Context: an optimization exercise on an open-source flow, tuned for small area. The choices shown serve that exercise and are no tape-out recipe. Function was checked by simulation only, so behaviour that the tests miss may differ from the original. Power is estimated from default activity; no workload was simulated.

[flow/run.sh]
#!/bin/bash
# Standard ORFS layout with two changes: every port still gets its own buffer, but a
# minimum-size one (buf_1) instead of the default pick, and CTS inserts no dummy loads.
set -euo pipefail
export BUFFER_PORTS_ARGS="-buffer_cell sky130_fd_sc_hd__buf_1"
export CTS_ARGS="-sink_clustering_enable -repair_clock_nets -dont_use_dummy_load -buf_list sky130_fd_sc_hd__clkbuf_16 -sink_clustering_size 30 -sink_clustering_max_diameter 70"
bash standard.sh finish > standard.log 2>&1
[standard.sh]
#!/bin/bash
# synth_recipe.tcl (not shown) runs the flow's synth.tcl, then flattens the netlist and writes it again
# the make line also repeats each setting of config.mk as NAME=value (left out here)
make -C /OpenROAD-flow-scripts/flow DESIGN_CONFIG=/design/flow/config.mk WORK_HOME=/design/flow/orfs CLKGATE_MAP_FILE= SYNTH_SCRIPT=/design/flow/synth_recipe.tcl "${@:-finish}"
[config.mk]
export PLATFORM = sky130hd
export DESIGN_NAME = cmac_rx_monitor
export DESIGN_NICKNAME = cmac_rx_monitor
export VERILOG_FILES = /design/flow/design.v
export SDC_FILE = /design/flow/constraint.sdc
export NUM_CORES = 4
export LEC_CHECK = 0
export CAP_MARGIN = 20
export CORE_AREA = 5 5 435 435
export CTS_BUF_LIST = sky130_fd_sc_hd__clkbuf_16
export CTS_CLUSTER_DIAMETER = 70
export CTS_CLUSTER_SIZE = 30
export DIE_AREA = 0 0 440 440
export SLEW_MARGIN = 20
[constraint.sdc]
create_clock -name core_clock -period 13.0 [get_ports {user_clk}]
set_input_delay 2.6000 -clock core_clock [delete_from_list [all_inputs] [get_ports {user_clk}]]
set_output_delay 2.6000 -clock core_clock [all_outputs]
set_load 0.01 [all_outputs]
[design.v]
module cmac_rx_monitor #(
   parameter int          MIN_FRAME_BYTES  = 64,
   parameter int          MAX_FRAME_BYTES  = 9600,
   parameter int          CNT_W            = 12,   
   parameter int          BYTES_W          = 24,   
   parameter logic [CNT_W-1:0] GOOD_FRAMES_INIT = '0    
) (
   input  logic               user_clk,
   input  logic               user_resetn,
   input  logic               clear,
   input  logic [511:0]       s_axis_tdata,
   input  logic [63:0]        s_axis_tkeep,
   input  logic               s_axis_tuser,
   input  logic               s_axis_tlast,
   input  logic               s_axis_tvalid,
   output logic               s_axis_tready,
   output logic [511:0]       m_axis_tdata,
   output logic [63:0]        m_axis_tkeep,
   output logic               m_axis_tuser,
   output logic               m_axis_tlast,
   output logic               m_axis_tvalid,
   input  logic               m_axis_tready,
   output logic [CNT_W-1:0]   good_frames,
   output logic [CNT_W-1:0]   bad_frames,
   output logic [CNT_W-1:0]   runt_frames,
   output logic [CNT_W-1:0]   oversize_frames,
   output logic [BYTES_W-1:0] good_bytes,
   output logic               frame_done,
   output logic [15:0]        last_frame_len
);
   localparam int BW = 512 + 64 + 2;
   logic [BW-1:0] main_q, skid_q, skid_d, in_beat;
   logic  main_vld, skid_vld, rdy_q, skid_nxt;
   logic  in_hs, out_hs, frame_end, main_ld;
   assign in_beat   = {s_axis_tdata, s_axis_tkeep, s_axis_tuser, s_axis_tlast};
   assign in_hs     = s_axis_tvalid & rdy_q;
   assign out_hs    = main_vld & m_axis_tready;
   assign frame_end = in_hs & s_axis_tlast;
   assign s_axis_tready = rdy_q;
   assign m_axis_tvalid = main_vld;
   assign {m_axis_tdata, m_axis_tkeep, m_axis_tuser, m_axis_tlast} = main_q;
   assign skid_nxt = skid_vld ? !out_hs : (in_hs & main_vld & !out_hs);
   assign skid_d  = skid_vld ? skid_q : in_beat;
   assign main_ld = out_hs | !main_vld;
   always_ff @(posedge user_clk) begin
      skid_q <= skid_d;
      if (main_ld) main_q <= skid_d;
   end
   always_ff @(posedge user_clk or negedge user_resetn) begin
      if (!user_resetn) begin
         main_vld <= 1'b0;
         skid_vld <= 1'b0;
         rdy_q    <= 1'b0;
      end else begin
         skid_vld <= skid_nxt;
         rdy_q    <= !skid_nxt;
         main_vld <= skid_vld | in_hs | (main_vld & !out_hs);
      end
   end
   logic [16:0] sum;
   logic [15:0] acc_q, frame_len;
   logic        fmt_err_q, beat_err, keep_contig, is_runt, is_over, frame_bad;
   logic [62:0] keep_step;
   logic cs_s1, cs_c2, cs_s3, cs_c4, cs_s5, cs_c6, cs_s7, cs_c8, cs_s9, cs_c10, cs_s11, cs_c12, cs_s13, cs_c14, cs_s15, cs_c16, cs_s17, cs_c18, cs_s19, cs_c20, cs_s21, cs_c22, cs_s23, cs_c24, cs_s25, cs_c26, cs_s27, cs_c28, cs_s29, cs_c30, cs_s31, cs_c32, cs_s33, cs_c34, cs_s35, cs_c36, cs_s37, cs_c38, cs_s39, cs_c40, cs_s41, cs_c42, cs_s43, cs_c44, cs_s45, cs_c46, cs_s47, cs_c48, cs_s49, cs_c50, cs_s51, cs_c52, cs_s53, cs_c54, cs_s55, cs_c56, cs_s57, cs_c58, cs_s59, cs_c60, cs_s61, cs_c62, cs_s63, cs_c64, cs_s65, cs_c66, cs_s67, cs_c68, cs_s69, cs_c70, cs_s71, cs_c72, cs_s73, cs_c74, cs_s75, cs_c76, cs_s77, cs_c78, cs_s79, cs_c80, cs_s81, cs_c82, cs_s83, cs_c84, cs_s85, cs_c86, cs_s87, cs_c88, cs_s89, cs_c90, cs_s91, cs_c92, cs_s93, cs_c94, cs_s95, cs_c96, cs_s97, cs_c98, cs_s99, cs_c100, cs_s101, cs_c102, cs_s103, cs_c104, cs_s105, cs_c106, cs_s107, cs_c108, cs_s109, cs_c110, cs_s111, cs_c112, cs_s113, cs_c114, cs_s115, cs_c116, cs_s117, cs_c118, cs_s119, cs_c120, cs_s121, cs_c122, cs_s123, cs_c124, cs_s125, cs_c126, cs_s127, cs_c128, cs_s129, cs_c130, cs_s131, cs_c132, cs_s133, cs_c134, cs_s135, cs_c136, cs_s137, cs_c138, cs_s139, cs_c140, cs_s141, cs_c142, cs_s143, cs_c144, cs_s145, cs_c146, cs_s147, cs_c148, cs_s149, cs_c150, cs_s151, cs_c152, cs_s153, cs_c154, cs_s155, cs_c156, cs_s157, cs_c158, cs_s159, cs_c160, cs_s161, cs_c162, cs_s163, cs_c164, cs_s165, cs_c166, cs_s167, cs_c168;
   assign cs_s1 = s_axis_tkeep[0] ^ s_axis_tkeep[1] ^ s_axis_tkeep[2];
   assign cs_c2 = (s_axis_tkeep[0] & s_axis_tkeep[1]) | (s_axis_tkeep[0] & s_axis_tkeep[2]) | (s_axis_tkeep[1] & s_axis_tkeep[2]);
   assign cs_s3 = s_axis_tkeep[3] ^ s_axis_tkeep[4] ^ s_axis_tkeep[5];
   assign cs_c4 = (s_axis_tkeep[3] & s_axis_tkeep[4]) | (s_axis_tkeep[3] & s_axis_tkeep[5]) | (s_axis_tkeep[4] & s_axis_tkeep[5]);
   assign cs_s5 = s_axis_tkeep[6] ^ s_axis_tkeep[7] ^ s_axis_tkeep[8];
   assign cs_c6 = (s_axis_tkeep[6] & s_axis_tkeep[7]) | (s_axis_tkeep[6] & s_axis_tkeep[8]) | (s_axis_tkeep[7] & s_axis_tkeep[8]);
   assign cs_s7 = s_axis_tkeep[9] ^ s_axis_tkeep[10] ^ s_axis_tkeep[11];
   assign cs_c8 = (s_axis_tkeep[9] & s_axis_tkeep[10]) | (s_axis_tkeep[9] & s_axis_tkeep[11]) | (s_axis_tkeep[10] & s_axis_tkeep[11]);
   assign cs_s9 = s_axis_tkeep[12] ^ s_axis_tkeep[13] ^ s_axis_tkeep[14];
   assign cs_c10 = (s_axis_tkeep[12] & s_axis_tkeep[13]) | (s_axis_tkeep[12] & s_axis_tkeep[14]) | (s_axis_tkeep[13] & s_axis_tkeep[14]);
   assign cs_s11 = s_axis_tkeep[15] ^ s_axis_tkeep[16] ^ s_axis_tkeep[17];
   assign cs_c12 = (s_axis_tkeep[15] & s_axis_tkeep[16]) | (s_axis_tkeep[15] & s_axis_tkeep[17]) | (s_axis_tkeep[16] & s_axis_tkeep[17]);
   assign cs_s13 = s_axis_tkeep[18] ^ s_axis_tkeep[19] ^ s_axis_tkeep[20];
   assign cs_c14 = (s_axis_tkeep[18] & s_axis_tkeep[19]) | (s_axis_tkeep[18] & s_axis_tkeep[20]) | (s_axis_tkeep[19] & s_axis_tkeep[20]);
   assign cs_s15 = s_axis_tkeep[21] ^ s_axis_tkeep[22] ^ s_axis_tkeep[23];
   assign cs_c16 = (s_axis_tkeep[21] & s_axis_tkeep[22]) | (s_axis_tkeep[21] & s_axis_tkeep[23]) | (s_axis_tkeep[22] & s_axis_tkeep[23]);
   assign cs_s17 = s_axis_tkeep[24] ^ s_axis_tkeep[25] ^ s_axis_tkeep[26];
   assign cs_c18 = (s_axis_tkeep[24] & s_axis_tkeep[25]) | (s_axis_tkeep[24] & s_axis_tkeep[26]) | (s_axis_tkeep[25] & s_axis_tkeep[26]);
   assign cs_s19 = s_axis_tkeep[27] ^ s_axis_tkeep[28] ^ s_axis_tkeep[29];
   assign cs_c20 = (s_axis_tkeep[27] & s_axis_tkeep[28]) | (s_axis_tkeep[27] & s_axis_tkeep[29]) | (s_axis_tkeep[28] & s_axis_tkeep[29]);
   assign cs_s21 = s_axis_tkeep[30] ^ s_axis_tkeep[31] ^ s_axis_tkeep[32];
   assign cs_c22 = (s_axis_tkeep[30] & s_axis_tkeep[31]) | (s_axis_tkeep[30] & s_axis_tkeep[32]) | (s_axis_tkeep[31] & s_axis_tkeep[32]);
   assign cs_s23 = s_axis_tkeep[33] ^ s_axis_tkeep[34];
   assign cs_c24 = s_axis_tkeep[33] & s_axis_tkeep[34];
   assign cs_s25 = s_axis_tkeep[35] ^ s_axis_tkeep[36] ^ s_axis_tkeep[37];
   assign cs_c26 = (s_axis_tkeep[35] & s_axis_tkeep[36]) | (s_axis_tkeep[35] & s_axis_tkeep[37]) | (s_axis_tkeep[36] & s_axis_tkeep[37]);
   assign cs_s27 = s_axis_tkeep[38] ^ s_axis_tkeep[39] ^ s_axis_tkeep[40];
   assign cs_c28 = (s_axis_tkeep[38] & s_axis_tkeep[39]) | (s_axis_tkeep[38] & s_axis_tkeep[40]) | (s_axis_tkeep[39] & s_axis_tkeep[40]);
   assign cs_s29 = s_axis_tkeep[41] ^ s_axis_tkeep[42] ^ s_axis_tkeep[43];
   assign cs_c30 = (s_axis_tkeep[41] & s_axis_tkeep[42]) | (s_axis_tkeep[41] & s_axis_tkeep[43]) | (s_axis_tkeep[42] & s_axis_tkeep[43]);
   assign cs_s31 = s_axis_tkeep[44] ^ s_axis_tkeep[45] ^ s_axis_tkeep[46];
   assign cs_c32 = (s_axis_tkeep[44] & s_axis_tkeep[45]) | (s_axis_tkeep[44] & s_axis_tkeep[46]) | (s_axis_tkeep[45] & s_axis_tkeep[46]);
   assign cs_s33 = s_axis_tkeep[47] ^ s_axis_tkeep[48] ^ s_axis_tkeep[49];
   assign cs_c34 = (s_axis_tkeep[47] & s_axis_tkeep[48]) | (s_axis_tkeep[47] & s_axis_tkeep[49]) | (s_axis_tkeep[48] & s_axis_tkeep[49]);
   assign cs_s35 = s_axis_tkeep[50] ^ s_axis_tkeep[51] ^ s_axis_tkeep[52];
   assign cs_c36 = (s_axis_tkeep[50] & s_axis_tkeep[51]) | (s_axis_tkeep[50] & s_axis_tkeep[52]) | (s_axis_tkeep[51] & s_axis_tkeep[52]);
   assign cs_s37 = s_axis_tkeep[53] ^ s_axis_tkeep[54] ^ s_axis_tkeep[55];
   assign cs_c38 = (s_axis_tkeep[53] & s_axis_tkeep[54]) | (s_axis_tkeep[53] & s_axis_tkeep[55]) | (s_axis_tkeep[54] & s_axis_tkeep[55]);
   assign cs_s39 = s_axis_tkeep[56] ^ s_axis_tkeep[57] ^ s_axis_tkeep[58];
   assign cs_c40 = (s_axis_tkeep[56] & s_axis_tkeep[57]) | (s_axis_tkeep[56] & s_axis_tkeep[58]) | (s_axis_tkeep[57] & s_axis_tkeep[58]);
   assign cs_s41 = s_axis_tkeep[59] ^ s_axis_tkeep[60] ^ s_axis_tkeep[61];
   assign cs_c42 = (s_axis_tkeep[59] & s_axis_tkeep[60]) | (s_axis_tkeep[59] & s_axis_tkeep[61]) | (s_axis_tkeep[60] & s_axis_tkeep[61]);
   assign cs_s43 = s_axis_tkeep[62] ^ s_axis_tkeep[63] ^ acc_q[0];
   assign cs_c44 = (s_axis_tkeep[62] & s_axis_tkeep[63]) | (s_axis_tkeep[62] & acc_q[0]) | (s_axis_tkeep[63] & acc_q[0]);
   assign cs_s45 = cs_s1 ^ cs_s3 ^ cs_s5;
   assign cs_c46 = (cs_s1 & cs_s3) | (cs_s1 & cs_s5) | (cs_s3 & cs_s5);
   assign cs_s47 = cs_s7 ^ cs_s9;
   assign cs_c48 = cs_s7 & cs_s9;
   assign cs_s49 = acc_q[1] ^ cs_c2 ^ cs_c4;
   assign cs_c50 = (acc_q[1] & cs_c2) | (acc_q[1] & cs_c4) | (cs_c2 & cs_c4);
   assign cs_s51 = cs_c6 ^ cs_c8 ^ cs_c10;
   assign cs_c52 = (cs_c6 & cs_c8) | (cs_c6 & cs_c10) | (cs_c8 & cs_c10);
   assign cs_s53 = cs_c12 ^ cs_c14 ^ cs_c16;
   assign cs_c54 = (cs_c12 & cs_c14) | (cs_c12 & cs_c16) | (cs_c14 & cs_c16);
   assign cs_s55 = cs_s11 ^ cs_s13 ^ cs_s15;
   assign cs_c56 = (cs_s11 & cs_s13) | (cs_s11 & cs_s15) | (cs_s13 & cs_s15);
   assign cs_s57 = cs_s17 ^ cs_s19 ^ cs_s21;
   assign cs_c58 = (cs_s17 & cs_s19) | (cs_s17 & cs_s21) | (cs_s19 & cs_s21);
   assign cs_s59 = cs_s23 ^ cs_s25 ^ cs_s27;
   assign cs_c60 = (cs_s23 & cs_s25) | (cs_s23 & cs_s27) | (cs_s25 & cs_s27);
   assign cs_s61 = cs_c18 ^ cs_c20 ^ cs_c22;
   assign cs_c62 = (cs_c18 & cs_c20) | (cs_c18 & cs_c22) | (cs_c20 & cs_c22);
   assign cs_s63 = cs_c24 ^ cs_c26 ^ cs_c28;
   assign cs_c64 = (cs_c24 & cs_c26) | (cs_c24 & cs_c28) | (cs_c26 & cs_c28);
   assign cs_s65 = cs_c30 ^ cs_c32 ^ cs_c34;
   assign cs_c66 = (cs_c30 & cs_c32) | (cs_c30 & cs_c34) | (cs_c32 & cs_c34);
   assign cs_s67 = cs_c36 ^ cs_c38 ^ cs_s49;
   assign cs_c68 = (cs_c36 & cs_c38) | (cs_c36 & cs_s49) | (cs_c38 & cs_s49);
   assign cs_s69 = cs_s51 ^ cs_s53;
   assign cs_c70 = cs_s51 & cs_s53;
   assign cs_s71 = cs_s29 ^ cs_s31 ^ cs_s33;
   assign cs_c72 = (cs_s29 & cs_s31) | (cs_s29 & cs_s33) | (cs_s31 & cs_s33);
   assign cs_s73 = cs_s35 ^ cs_s37 ^ cs_s39;
   assign cs_c74 = (cs_s35 & cs_s37) | (cs_s35 & cs_s39) | (cs_s37 & cs_s39);
   assign cs_s75 = cs_c40 ^ cs_c42 ^ cs_c44;
   assign cs_c76 = (cs_c40 & cs_c42) | (cs_c40 & cs_c44) | (cs_c42 & cs_c44);
   assign cs_s77 = cs_c46 ^ cs_c48 ^ cs_s61;
   assign cs_c78 = (cs_c46 & cs_c48) | (cs_c46 & cs_s61) | (cs_c48 & cs_s61);
   assign cs_s79 = cs_s63 ^ cs_s65 ^ cs_s67;
   assign cs_c80 = (cs_s63 & cs_s65) | (cs_s63 & cs_s67) | (cs_s65 & cs_s67);
   assign cs_s81 = acc_q[2] ^ cs_c50 ^ cs_c52;
   assign cs_c82 = (acc_q[2] & cs_c50) | (acc_q[2] & cs_c52) | (cs_c50 & cs_c52);
   assign cs_s83 = cs_c54 ^ cs_c62;
   assign cs_c84 = cs_c54 & cs_c62;
   assign cs_s85 = cs_s41 ^ cs_s43 ^ cs_s45;
   assign cs_c86 = (cs_s41 & cs_s43) | (cs_s41 & cs_s45) | (cs_s43 & cs_s45);
   assign cs_s87 = cs_s47 ^ cs_s55;
   assign cs_c88 = cs_s47 & cs_s55;
   assign cs_s89 = cs_s69 ^ cs_c56 ^ cs_c58;
   assign cs_c90 = (cs_s69 & cs_c56) | (cs_s69 & cs_c58) | (cs_c56 & cs_c58);
   assign cs_s91 = cs_c60 ^ cs_s75 ^ cs_s77;
   assign cs_c92 = (cs_c60 & cs_s75) | (cs_c60 & cs_s77) | (cs_s75 & cs_s77);
   assign cs_s93 = cs_s79 ^ cs_c72;
   assign cs_c94 = cs_s79 & cs_c72;
   assign cs_s95 = cs_c64 ^ cs_c66 ^ cs_c68;
   assign cs_c96 = (cs_c64 & cs_c66) | (cs_c64 & cs_c68) | (cs_c66 & cs_c68);
   assign cs_s97 = cs_c70 ^ cs_s81 ^ cs_s83;
   assign cs_c98 = (cs_c70 & cs_s81) | (cs_c70 & cs_s83) | (cs_s81 & cs_s83);
   assign cs_s99 = cs_c76 ^ cs_c78 ^ cs_c80;
   assign cs_c100 = (cs_c76 & cs_c78) | (cs_c76 & cs_c80) | (cs_c78 & cs_c80);
   assign cs_s101 = cs_s57 ^ cs_s59 ^ cs_s71;
   assign cs_c102 = (cs_s57 & cs_s59) | (cs_s57 & cs_s71) | (cs_s59 & cs_s71);
   assign cs_s103 = cs_c74 ^ cs_s89 ^ cs_s91;
   assign cs_c104 = (cs_c74 & cs_s89) | (cs_c74 & cs_s91) | (cs_s89 & cs_s91);
   assign cs_s105 = cs_s93 ^ cs_c86;
   assign cs_c106 = cs_s93 & cs_c86;
   assign cs_s107 = cs_s95 ^ cs_s97 ^ cs_s99;
   assign cs_c108 = (cs_s95 & cs_s97) | (cs_s95 & cs_s99) | (cs_s97 & cs_s99);
   assign cs_s109 = cs_c90 ^ cs_c92 ^ cs_c94;
   assign cs_c110 = (cs_c90 & cs_c92) | (cs_c90 & cs_c94) | (cs_c92 & cs_c94);
   assign cs_s111 = acc_q[3] ^ cs_c82 ^ cs_c84;
   assign cs_c112 = (acc_q[3] & cs_c82) | (acc_q[3] & cs_c84) | (cs_c82 & cs_c84);
   assign cs_s113 = cs_c96 ^ cs_c98 ^ cs_c100;
   assign cs_c114 = (cs_c96 & cs_c98) | (cs_c96 & cs_c100) | (cs_c98 & cs_c100);
   assign cs_s115 = cs_s73 ^ cs_s85;
   assign cs_c116 = cs_s73 & cs_s85;
   assign cs_s117 = cs_c88 ^ cs_s103 ^ cs_s105;
   assign cs_c118 = (cs_c88 & cs_s103) | (cs_c88 & cs_s105) | (cs_s103 & cs_s105);
   assign cs_s119 = cs_s107 ^ cs_s109 ^ cs_c104;
   assign cs_c120 = (cs_s107 & cs_s109) | (cs_s107 & cs_c104) | (cs_s109 & cs_c104);
   assign cs_s121 = cs_s111 ^ cs_s113 ^ cs_c108;
   assign cs_c122 = (cs_s111 & cs_s113) | (cs_s111 & cs_c108) | (cs_s113 & cs_c108);
   assign cs_s123 = acc_q[4] ^ cs_c112;
   assign cs_c124 = acc_q[4] & cs_c112;
   assign cs_s125 = cs_s87 ^ cs_s101;
   assign cs_c126 = cs_s87 & cs_s101;
   assign cs_s127 = cs_c102 ^ cs_s117 ^ cs_c116;
   assign cs_c128 = (cs_c102 & cs_s117) | (cs_c102 & cs_c116) | (cs_s117 & cs_c116);
   assign cs_s129 = cs_c106 ^ cs_s119 ^ cs_c118;
   assign cs_c130 = (cs_c106 & cs_s119) | (cs_c106 & cs_c118) | (cs_s119 & cs_c118);
   assign cs_s131 = cs_c110 ^ cs_s121 ^ cs_c120;
   assign cs_c132 = (cs_c110 & cs_s121) | (cs_c110 & cs_c120) | (cs_s121 & cs_c120);
   assign cs_s133 = cs_c114 ^ cs_s123 ^ cs_c122;
   assign cs_c134 = (cs_c114 & cs_s123) | (cs_c114 & cs_c122) | (cs_s123 & cs_c122);
   assign cs_s135 = acc_q[5] ^ cs_c124;
   assign cs_c136 = acc_q[5] & cs_c124;
   assign cs_s137 = cs_s115 ^ cs_s125;
   assign cs_c138 = cs_s115 & cs_s125;
   assign cs_s139 = cs_s127 ^ cs_c126 ^ cs_c138;
   assign cs_c140 = (cs_s127 & cs_c126) | (cs_s127 & cs_c138) | (cs_c126 & cs_c138);
   assign cs_s141 = cs_s129 ^ cs_c128 ^ cs_c140;
   assign cs_c142 = (cs_s129 & cs_c128) | (cs_s129 & cs_c140) | (cs_c128 & cs_c140);
   assign cs_s143 = cs_s131 ^ cs_c130 ^ cs_c142;
   assign cs_c144 = (cs_s131 & cs_c130) | (cs_s131 & cs_c142) | (cs_c130 & cs_c142);
   assign cs_s145 = cs_s133 ^ cs_c132 ^ cs_c144;
   assign cs_c146 = (cs_s133 & cs_c132) | (cs_s133 & cs_c144) | (cs_c132 & cs_c144);
   assign cs_s147 = cs_s135 ^ cs_c134 ^ cs_c146;
   assign cs_c148 = (cs_s135 & cs_c134) | (cs_s135 & cs_c146) | (cs_c134 & cs_c146);
   assign cs_s149 = acc_q[6] ^ cs_c136 ^ cs_c148;
   assign cs_c150 = (acc_q[6] & cs_c136) | (acc_q[6] & cs_c148) | (cs_c136 & cs_c148);
   assign cs_s151 = acc_q[7] ^ cs_c150;
   assign cs_c152 = acc_q[7] & cs_c150;
   assign cs_s153 = acc_q[8] ^ cs_c152;
   assign cs_c154 = acc_q[8] & cs_c152;
   assign cs_s155 = acc_q[9] ^ cs_c154;
   assign cs_c156 = acc_q[9] & cs_c154;
   assign cs_s157 = acc_q[10] ^ cs_c156;
   assign cs_c158 = acc_q[10] & cs_c156;
   assign cs_s159 = acc_q[11] ^ cs_c158;
   assign cs_c160 = acc_q[11] & cs_c158;
   assign cs_s161 = acc_q[12] ^ cs_c160;
   assign cs_c162 = acc_q[12] & cs_c160;
   assign cs_s163 = acc_q[13] ^ cs_c162;
   assign cs_c164 = acc_q[13] & cs_c162;
   assign cs_s165 = acc_q[14] ^ cs_c164;
   assign cs_c166 = acc_q[14] & cs_c164;
   assign cs_s167 = acc_q[15] ^ cs_c166;
   assign cs_c168 = acc_q[15] & cs_c166;
   assign sum = {cs_c168, cs_s167, cs_s165, cs_s163, cs_s161, cs_s159, cs_s157, cs_s155, cs_s153, cs_s151, cs_s149, cs_s147, cs_s145, cs_s143, cs_s141, cs_s139, cs_s137};
   assign frame_len   = sum[16] ? 16'hFFFF : sum[15:0];
   for (genvar i = 0; i < 63; i++) begin : g_step
      assign keep_step[i] = s_axis_tkeep[i] | !s_axis_tkeep[i+1];
   end
   assign keep_contig = s_axis_tkeep[0] & (&keep_step);
   assign beat_err    = !(keep_contig & (s_axis_tlast | s_axis_tkeep[63]));
   assign is_runt     = frame_len < 16'(MIN_FRAME_BYTES);
   assign is_over     = frame_len > 16'(MAX_FRAME_BYTES);
   assign frame_bad   = s_axis_tuser | fmt_err_q | beat_err | is_runt | is_over;
   logic             inc_good, inc_bad, inc_runt, inc_over, add_bytes;
   logic [CNT_W:0]   cy_good, cy_bad, cy_runt, cy_over;
   logic [CNT_W-1:0] nx_good, nx_bad, nx_runt, nx_over;
   logic [BYTES_W:0] cy_bytes;
   logic [BYTES_W-1:0] nx_bytes, addend;
   assign inc_good  = frame_end & !frame_bad;
   assign inc_bad   = frame_end & frame_bad;
   assign inc_runt  = frame_end & is_runt;
   assign inc_over  = frame_end & is_over;
   assign add_bytes = inc_good;
   assign cy_good[0] = inc_good & !(&good_frames);
   assign cy_bad[0]  = inc_bad  & !(&bad_frames);
   assign cy_runt[0] = inc_runt & !(&runt_frames);
   assign cy_over[0] = inc_over & !(&oversize_frames);
   for (genvar i = 0; i < CNT_W; i++) begin : g_cnt
      assign nx_good[i]   = good_frames[i] ^ cy_good[i];
      assign cy_good[i+1] = good_frames[i] & cy_good[i];
      assign nx_bad[i]    = bad_frames[i] ^ cy_bad[i];
      assign cy_bad[i+1]  = bad_frames[i] & cy_bad[i];
      assign nx_runt[i]   = runt_frames[i] ^ cy_runt[i];
      assign cy_runt[i+1] = runt_frames[i] & cy_runt[i];
      assign nx_over[i]   = oversize_frames[i] ^ cy_over[i];
      assign cy_over[i+1] = oversize_frames[i] & cy_over[i];
   end
   assign addend      = add_bytes ? {{(BYTES_W-14){1'b0}}, frame_len[13:0]} : '0;
   assign cy_bytes[0] = 1'b0;
   for (genvar i = 0; i < BYTES_W; i++) begin : g_bytes
      assign nx_bytes[i]   = good_bytes[i] ^ addend[i] ^ cy_bytes[i];
      assign cy_bytes[i+1] = (good_bytes[i] & addend[i]) | (good_bytes[i] & cy_bytes[i]) |
                             (addend[i] & cy_bytes[i]);
   end
   always_ff @(posedge user_clk or negedge user_resetn) begin
      if (!user_resetn) begin
         acc_q           <= '0;
         fmt_err_q       <= 1'b0;
         frame_done      <= 1'b0;
         last_frame_len  <= '0;
         good_frames     <= GOOD_FRAMES_INIT;
         bad_frames      <= '0;
         runt_frames     <= '0;
         oversize_frames <= '0;
         good_bytes      <= '0;
      end else begin
         frame_done <= frame_end;
         if (in_hs) begin
            if (s_axis_tlast) begin
               acc_q          <= '0;
               fmt_err_q      <= 1'b0;
               last_frame_len <= frame_len;
            end else begin
               acc_q     <= frame_len;
               fmt_err_q <= fmt_err_q | beat_err;
            end
         end
         if (clear) begin
            good_frames     <= '0;
            bad_frames      <= '0;
            runt_frames     <= '0;
            oversize_frames <= '0;
            good_bytes      <= '0;
         end else begin
            good_frames     <= nx_good;
            bad_frames      <= nx_bad;
            runt_frames     <= nx_runt;
            oversize_frames <= nx_over;
            good_bytes      <= nx_bytes | {BYTES_W{cy_bytes[BYTES_W]}};
         end
      end
   end
endmodule
==> impl_metrics.tcl, run 1 <==
set metrics [dict create \
    status "failed layout checks" \
    so_faults "negative setup slack" \
    period_minus_slack_ns 16.49 \
    tns_ns -82.76 \
    vias 26400 \
    dp_hpwl_mm 145 \
    busiest_layer "met2" \
    pre_cts_ws_ns -4.96 \
    drc 0 \
    htree_levels 3 \
    syn_to_final_growth_pct 26.2 \
    drive_gt1_frac 0.222 \
    die_area_um2 194000 \
    die_w_um 440 \
    grt_pass1_wl_mm 231 \
    drv_slew 0 \
    initial_core_util 0.235 \
    ys_warn_count 1 \
    synth.distinct_cells 44 \
    max_cap_viol_count 0 \
    final_nets 4642 \
    crit_top_cell "fa_2" \
    grt_max_degree 165 \
    slew_headroom 0.152 \
    cp-end-kind "flip-flop" \
    holdCritPathClass "reg2reg" \
    cts_root_buffer "clkbuf_16" \
    p_leak_nw 20.0 \
    crit_fanout 9 \
    crit_path_start_kind "primary input" \
    slowest_delay_ns 0.53 \
    final_antenna_net_count 0 \
    hold_viol 0 \
    clk_pin_slew_ns 0.06 \
    core_um2 183000 \
    crit_slowest_cell "fa_1" \
    setup_viol 24 \
    grt_remaining_overflow 0 \
    required_ns 13.54 \
    grt_usage 0.174 \
    via_per_inst 4.12 \
    cts_buffers 95 \
    worstSkewPairLatency_ns 0.74 \
    yosysSeqAreaShare 0.735 \
    grt_pass1_vias 26200 \
    drt_iter0_markers 1810 \
    routabilityCongestion 0.930 \
    cp.arrival_ns 17.03 \
    setup_ws_ns -3.49 \
    reg2reg_slack_ns -1.61 \
    drtPass1Iterations 5 \
    timing.final.crit_share 1.27 \
    rsz0062_at_grt "true" \
    syn_nets 3260 \
    critPathKind "in2reg" \
    num_rows 157 \
    tightest_slew_ns 1.27 \
    ir_drop_mv 0.339 \
    synth_area_um2 43100 \
    wire_per_inst_um 27.6 \
    powerDensity_nw_per_um2 274 \
    wl_mm 177 \
    fin_skew_ns 0.0879 \
    met1_usage 0.221 \
    io_pins 1252 \
    cp.buffers_inverters 12 \
    cp_top_family "adder cells" \
    fmax_mhz 60.6 \
    cts.sinks 1265 \
    ys_seq_elements 1265 \
    die_height_um 440 \
    synth.avg_cell_area_um2 17.1 \
    use_met3 0.0552 \
    syn_inst 2526 \
    clockBufferDepth 3 \
    antenna_found_initial 111 \
    utilization 0.296 \
    cts_tree "done" \
    hold_buffers 0 \
    io_buffer_count 1251 \
    grtUsageMet2 0.287 \
]
## placed cells by master (no fill, tap or decap), types with 10 or more instances in the layout
master / instances
inv_2: 10
nor2_2: 13
nor4_2: 12
ha_1: 58
buf_1: 1244
buf_4: 114
fa_2: 21
nor2b_1: 46
and2_1: 14
dfxtp_1: 578
nor2_1: 69
nand2_1: 56
nand4_1: 14
dfrtp_1: 108
inv_1: 88
mux2_2: 553
diode_2: 24
clkbuf_16: 95
edfxtp_1: 578
ha_4: 17
nand2b_1: 23
fa_1: 54
o21ai_0: 52
## cell usage after synthesis, drive strengths merged
| library cell | count | area [um^2] |
|---|---|---|
| nor2 | 84 | 315 |
| a2111o | 1 | 11.3 |
| nor4 | 18 | 190 |
| or2 | 1 | 6.26 |
| mux2 | 553 | 6230 |
| clkinv | 1 | 3.75 |
| nand3b | 2 | 15.0 |
| a21o | 3 | 22.5 |
| nor3 | 7 | 35.0 |
| nor3b | 2 | 15.0 |
| and2 | 16 | 101 |
| edfxtp | 578 | 17400 |
| o221ai | 1 | 8.76 |
| buf | 20 | 97.6 |
| o21ai | 53 | 265 |
| o21a | 1 | 7.51 |
| o2111ai | 6 | 52.6 |
| nand3 | 2 | 10.0 |
| a2111oi | 3 | 35.0 |
| dfrtp | 109 | 2730 |
| nor4bb | 1 | 10.0 |
| nand2 | 56 | 210 |
| clkbuf | 68 | 255 |
| a21boi | 1 | 7.51 |
| nand2b | 24 | 150 |
| and4 | 1 | 8.76 |
| ha | 76 | 951 |
| nand4 | 15 | 100 |
| nor2b | 46 | 288 |
| a31oi | 5 | 31.3 |
| a21oi | 8 | 40.0 |
| xnor2 | 4 | 35.0 |
| xor2 | 1 | 8.76 |
| o22ai | 6 | 37.5 |
| inv | 100 | 375 |
| fa | 75 | 1500 |
| dfxtp | 578 | 11600 |
## cell families (layout without fill, tap and decap cells)
kind of cell    count (synthesis)  after routing  synth area share
mux                           553            553             0.145
flops                        1265           1265             0.735
compound gates                 88             88            0.0121
other cells                     0             24                 0
buf+inv                       189           1569            0.0170
simple gates                  275            275            0.0338
fa+ha+maj                     151            151            0.0569
xor+xnor                        5              5           0.00102
## power by group
group	total (mW)	switching, mW	internal, mW
clock network	2.62	1.34	1.28
registers	6.56	0.556	6.00
logic	5.73	3.48	2.25
## flip-flops by register name, indices dropped and copies added, names as in the netlist
name             count
main_q             578
skid_q             578
good_bytes          24
acc_q               16
last_frame_len      16
bad_frames          12
good_frames         12
oversize_frames     12
runt_frames         12
fmt_err_q            1
frame_done           1
main_vld             1
rdy_q                1
skid_vld             1
## routing by layer
layer  vias up  routed length (um)  share of wire
met5         -                 293         0.0017
met4        44                5900          0.033
met3       300               14400          0.082
met2      1022               83900           0.47
met1     13300               72200           0.41
li1      11700                   -              -
## final timing paths
path | to | depth (start not counted) | start
setup / recovery | good_bytes[15]$_DFF_PN0_ | 64 | s_axis_tkeep[5]
hold / removal | skid_q[59]$_DFF_P_ | 2 | skid_q[59]$_DFF_P_
setup reg to reg | good_bytes[15]$_DFF_PN0_ | 60 | acc_q[1]$_DFFE_PN0P_
hold reg to reg | skid_q[59]$_DFF_P_ | 2 | skid_q[59]$_DFF_P_
max in group asynchronous | acc_q[9]$_DFFE_PN0P_ | 3 | user_resetn
min in group asynchronous | bad_frames[6]$_DFF_PN0_ | 1 | user_resetn
## stage by stage
stage / hold slack, ns / power, mW / instances / area (um^2)
CTS: 0.469 / 15.1 / 6368 / 54200
global placement: 0.446 / 12.3 / 6269 / 51700
detailed placement: 0.456 / 12.4 / 6269 / 51700
global route: 0.477 / 15.7 / 6373 / 54300
floorplan: 0.431 / 9.41 / 2526 / 43400
finish: 0.466 / 14.9 / 6394 / 54400
## area by class of cell
type | count | area [um^2]
antenna | 24 | 60.1
clock buffer | 95 | 2380
fill | 18700 | 129000
inverter | 101 | 394
multi-input combinational | 1072 | 11100
sequential | 1265 | 31700
tap | 2464 | 3080
timing repair buffer | 1373 | 5730
## timing repair
action,in CTS,in global routing
setup buffers,3,1
pin swaps,25,4
cloned,1,0
endpoints found under the setup margin,24,26
gates resized for setup,30,17
## tightest hold or removal path: cells and delay by family, from the launching register on
family / cells / cell delay [ns]
AOI/OAI and AO/OA: 1 / 0.08
DFF: 1 / 0.30
and+or+nand+nor: 1 / 0.04
==> run 2, diff against run 1 <==
==> flow/run.sh (replaced) <==
#!/bin/bash
# Standard ORFS layout with two changes: every port still gets its own buffer, but a
# minimum-size one (buf_1) instead of the default pick, and CTS inserts no dummy loads.
set -euo pipefail
export BUFFER_PORTS_ARGS="-buffer_cell sky130_fd_sc_hd__buf_1"
export CTS_ARGS="-sink_clustering_enable -repair_clock_nets -dont_use_dummy_load -buf_list sky130_fd_sc_hd__clkbuf_8 -sink_clustering_size 16 -sink_clustering_max_diameter 60"
bash standard.sh finish > standard.log 2>&1
--- a/config.mk
+++ b/config.mk
@@ -9,5 +9,5 @@
 export CORE_AREA = 5 5 435 435
-export CTS_BUF_LIST = sky130_fd_sc_hd__clkbuf_16
-export CTS_CLUSTER_DIAMETER = 70
-export CTS_CLUSTER_SIZE = 30
+export CTS_BUF_LIST = sky130_fd_sc_hd__clkbuf_8
+export CTS_CLUSTER_DIAMETER = 60
+export CTS_CLUSTER_SIZE = 16
 export DIE_AREA = 0 0 440 440
==> impl_metrics.tcl, run 2 <==
set metrics [dict create \
    routabilityCongestion 0.930 \
    syn_to_final_growth_pct 25.0 \
    ir_drop_mv 0.341 \
    cp_top_family "adder cells" \
    synth_edf_count 578 \
    hold_buffers 0 \
    synth-simple-area-share 0.0338 \
    final_common_cell "buf_1" \
    via_per_inst 4.12 \
    cts_tree "done" \
    cts_buffers 131 \
    rsz0062_at_grt "true" \
    crit_top_cell "fa_2" \
    ys.flop_type "edfxtp_1" \
    powerDensity_nw_per_um2 269 \
    slew_headroom 0.164 \
    fmax_mhz 61.2 \
    io_pins 1252 \
    place_area_um2 51700 \
    hold_viol 0 \
    clockBufferDepth 3 \
    synth_top_area_share 0.403 \
    cp-end-kind "flip-flop" \
    met2_length_mm 84.5 \
    slowest_delay_ns 0.53 \
    drc 0 \
    die_w_um 440 \
    synth_xor_area_frac 0.00102 \
    io_buffer_count 1251 \
    ys_seq_elements 1265 \
    dp.cells 6269 \
    whs_ns 0.466 \
    cts.sinks 1265 \
    synth_top_cell_by_area "edfxtp_1" \
    grt_usage 0.176 \
    initial_core_util 0.235 \
    syn_inst 2526 \
    worstSkewPairLatency_ns 0.85 \
    synthMuxAreaShare 0.145 \
    fillers 18800 \
    finalNonFillerCells 6439 \
    crit_path_start_kind "primary input" \
    yosysSeqAreaShare 0.735 \
    synth_compound_area_frac 0.0121 \
    final_antenna_net_count 0 \
    drt-met1-wl_mm 72.5 \
    grt_pass1_wl_mm 232 \
    synth.avg_cell_area_um2 17.1 \
    num_rows 157 \
    die_height_um 440 \
    synth_area_um2 43100 \
    timing.final.crit_share 1.26 \
    drv_slew 0 \
    vias 26600 \
    synth.distinct_cells 44 \
    setup_ws_ns -3.35 \
    holdCritPathClass "reg2reg" \
    p_leak_nw 19.8 \
    synth_fa_ha_area_frac 0.0569 \
    status "failed layout checks" \
    grt_pass1_vias 26500 \
    yosys-top-cells-count "dfxtp_1 (578), edfxtp_1 (578), mux2_2 (553)" \
    cp.buffers_inverters 12 \
    htree_levels 4 \
    critPathKind "in2reg" \
    antenna_found_initial 109 \
    reg_top3 "main_q (578), skid_q (578), good_bytes (24)" \
    period_minus_slack_ns 16.35 \
    drt_iter0_markers 1735 \
    wl_mm 177 \
    syn_nets 3260 \
    async_reset_ff_frac 0.0862 \
    so_faults "negative setup slack" \
    stdcell_area_um2 53900 \
    grt_max_degree 165 \
    ys_warn_count 1 \
    most-common-layout-cells "buf_1 (1244), edfxtp_1 (578), dfxtp_1 (578)" \
    die_area_um2 194000 \
    dp_hpwl_mm 145 \
    routed.top_layer "met5" \
    synthTopCellsByArea "edfxtp_1 (40%), dfxtp_1 (27%), mux2_2 (14%)" \
    max_cap_viol_count 0 \
    setup_viol 24 \
    final_nets 4678 \
    tightest_slew_ns 1.25 \
    wire_per_inst_um 27.5 \
    required_ns 13.65 \
    cts_root_buffer "clkbuf_8" \
    core_um2 183000 \
    drive_gt1_frac 0.230 \
    met3_length_mm 14.9 \
    drtPass1Iterations 6 \
    crit_fanout 7 \
    crit_slowest_cell "fa_1" \
    power.total_mw 14.5 \
    synth_top_family_by_area "multiplexers" \
    clk_pin_slew_ns 0.06 \
    cp.arrival_ns 17.00 \
    grt_remaining_overflow 0 \
    fin_skew_ns 0.0775 \
]
[run 2: cell counts after synthesis]
No cell type changed its count.
[run 2: cells by family (layout without fill, tap and decap cells)]
kind of cell             Yosys count  count (layout)
AND/OR/NAND/NOR                  275             275
multiplexers                     553             553
buffers and inverters            189            1605
other                              0              33
XOR/XNOR                           5               5
flip-flops                      1265            1265
adder cells (fa/ha/maj)          151             151
AO/OA/AOI/OAI                     88              88
[run 2: per-layer routing]
layer  GRT usage  up-vias
li1            -    11700
met3      0.0545      326
met2       0.288     1087
met5           0        -
met1       0.223    13400
met4      0.0491       40
[run 2: final timing paths]
check | startpoint | slack, ns | end | depth (start not counted)
setup / recovery | s_axis_tkeep[1] | -3.35 | good_bytes[11]$_DFF_PN0_ | 64
hold / removal | skid_q[563]$_DFF_P_ | 0.47 | skid_q[563]$_DFF_P_ | 1
setup reg to reg | acc_q[1]$_DFFE_PN0P_ | -1.63 | good_bytes[11]$_DFF_PN0_ | 60
hold reg to reg | skid_q[563]$_DFF_P_ | 0.47 | skid_q[563]$_DFF_P_ | 1
max in group asynchronous | user_resetn | 10.17 | last_frame_len[10]$_DFFE_PN0P_ | 3
min in group asynchronous | user_resetn | 1.76 | good_bytes[18]$_DFF_PN0_ | 1
[run 2: timing repair]
item,CTS,global route
gates resized for setup,28,30
setup endpoints to repair,24,24
hold endpoints to repair,0,0
setup buffers,3,0
pin swaps,24,6
gates cloned,2,0
[run 2: per-stage QoR]
stage | TNS (ns) | util | setup slack [ns]
global route | -86.86 | 0.293 | -3.69
global placement | -114.00 | 0.282 | -4.73
finish | -78.83 | 0.294 | -3.35
CTS | -77.92 | 0.292 | -3.30
floorplan | -96.94 | - | -4.09
detailed placement | -120.52 | 0.282 | -4.96
[run 2: final cells by class]
type | instances | area (um^2) | share of cell area
antenna | 33 | 82.6 | 0.00153
clock buffer | 131 | 1800 | 0.0335
timing repair buffer | 1373 | 5740 | 0.107
sequential | 1265 | 31700 | 0.588
inverter | 101 | 397 | 0.00736
tap | 2464 | 3080 | 0.0572
multi-input combinational | 1072 | 11100 | 0.206
[run 2: power by group]
part | internal (mW) | leakage, nW | switching [mW]
sequential | 6.00 | 12.2 | 0.556
combinational | 2.24 | 6.73 | 3.48
clock | 0.894 | 0.942 | 1.31
total | 9.14 | 19.8 | 5.34

-- static timing again, ports no longer ideal --
The flow's constraints put no driver on any port. The routed layouts listed below were extracted and timed again, unchanged, in two steps. Step 1 (the two cells are an assumption about what drives the block):
set clk [get_ports {user_clk}]
set_driving_cell -lib_cell sky130_fd_sc_hd__clkbuf_16 $clk
set_driving_cell -lib_cell sky130_fd_sc_hd__buf_2 [delete_from_list [all_inputs] $clk]
Step 2 adds t to the input delays and takes it off the output delays; t is the mean of the earliest and latest rising clock arrival at the registers after step 1. Input paths then give back, and output paths get back, about the clock's delay inside the block. a / b / c = ideal ports / drivers / drivers and shift; a / b = the first two.
| run | t, ns | setup WS [ns] | worst hold slack (ns) | worst setup path after step 2 | pins driven straight from the clock port |
|---|---|---|---|---|---|
| run 1 | 0.771 | -3.490 / -3.480 / -4.251 | 0.466 / 0.466 / 0.466 | input to register | 1 |
| run 2 | 0.893 | -3.348 / -3.326 / -4.219 | 0.466 / 0.466 / 0.466 | input to register | 1 |
The setup slack of run 2, which loses most, moves by +0.022 ns with the drivers and by -0.871 ns with both steps.
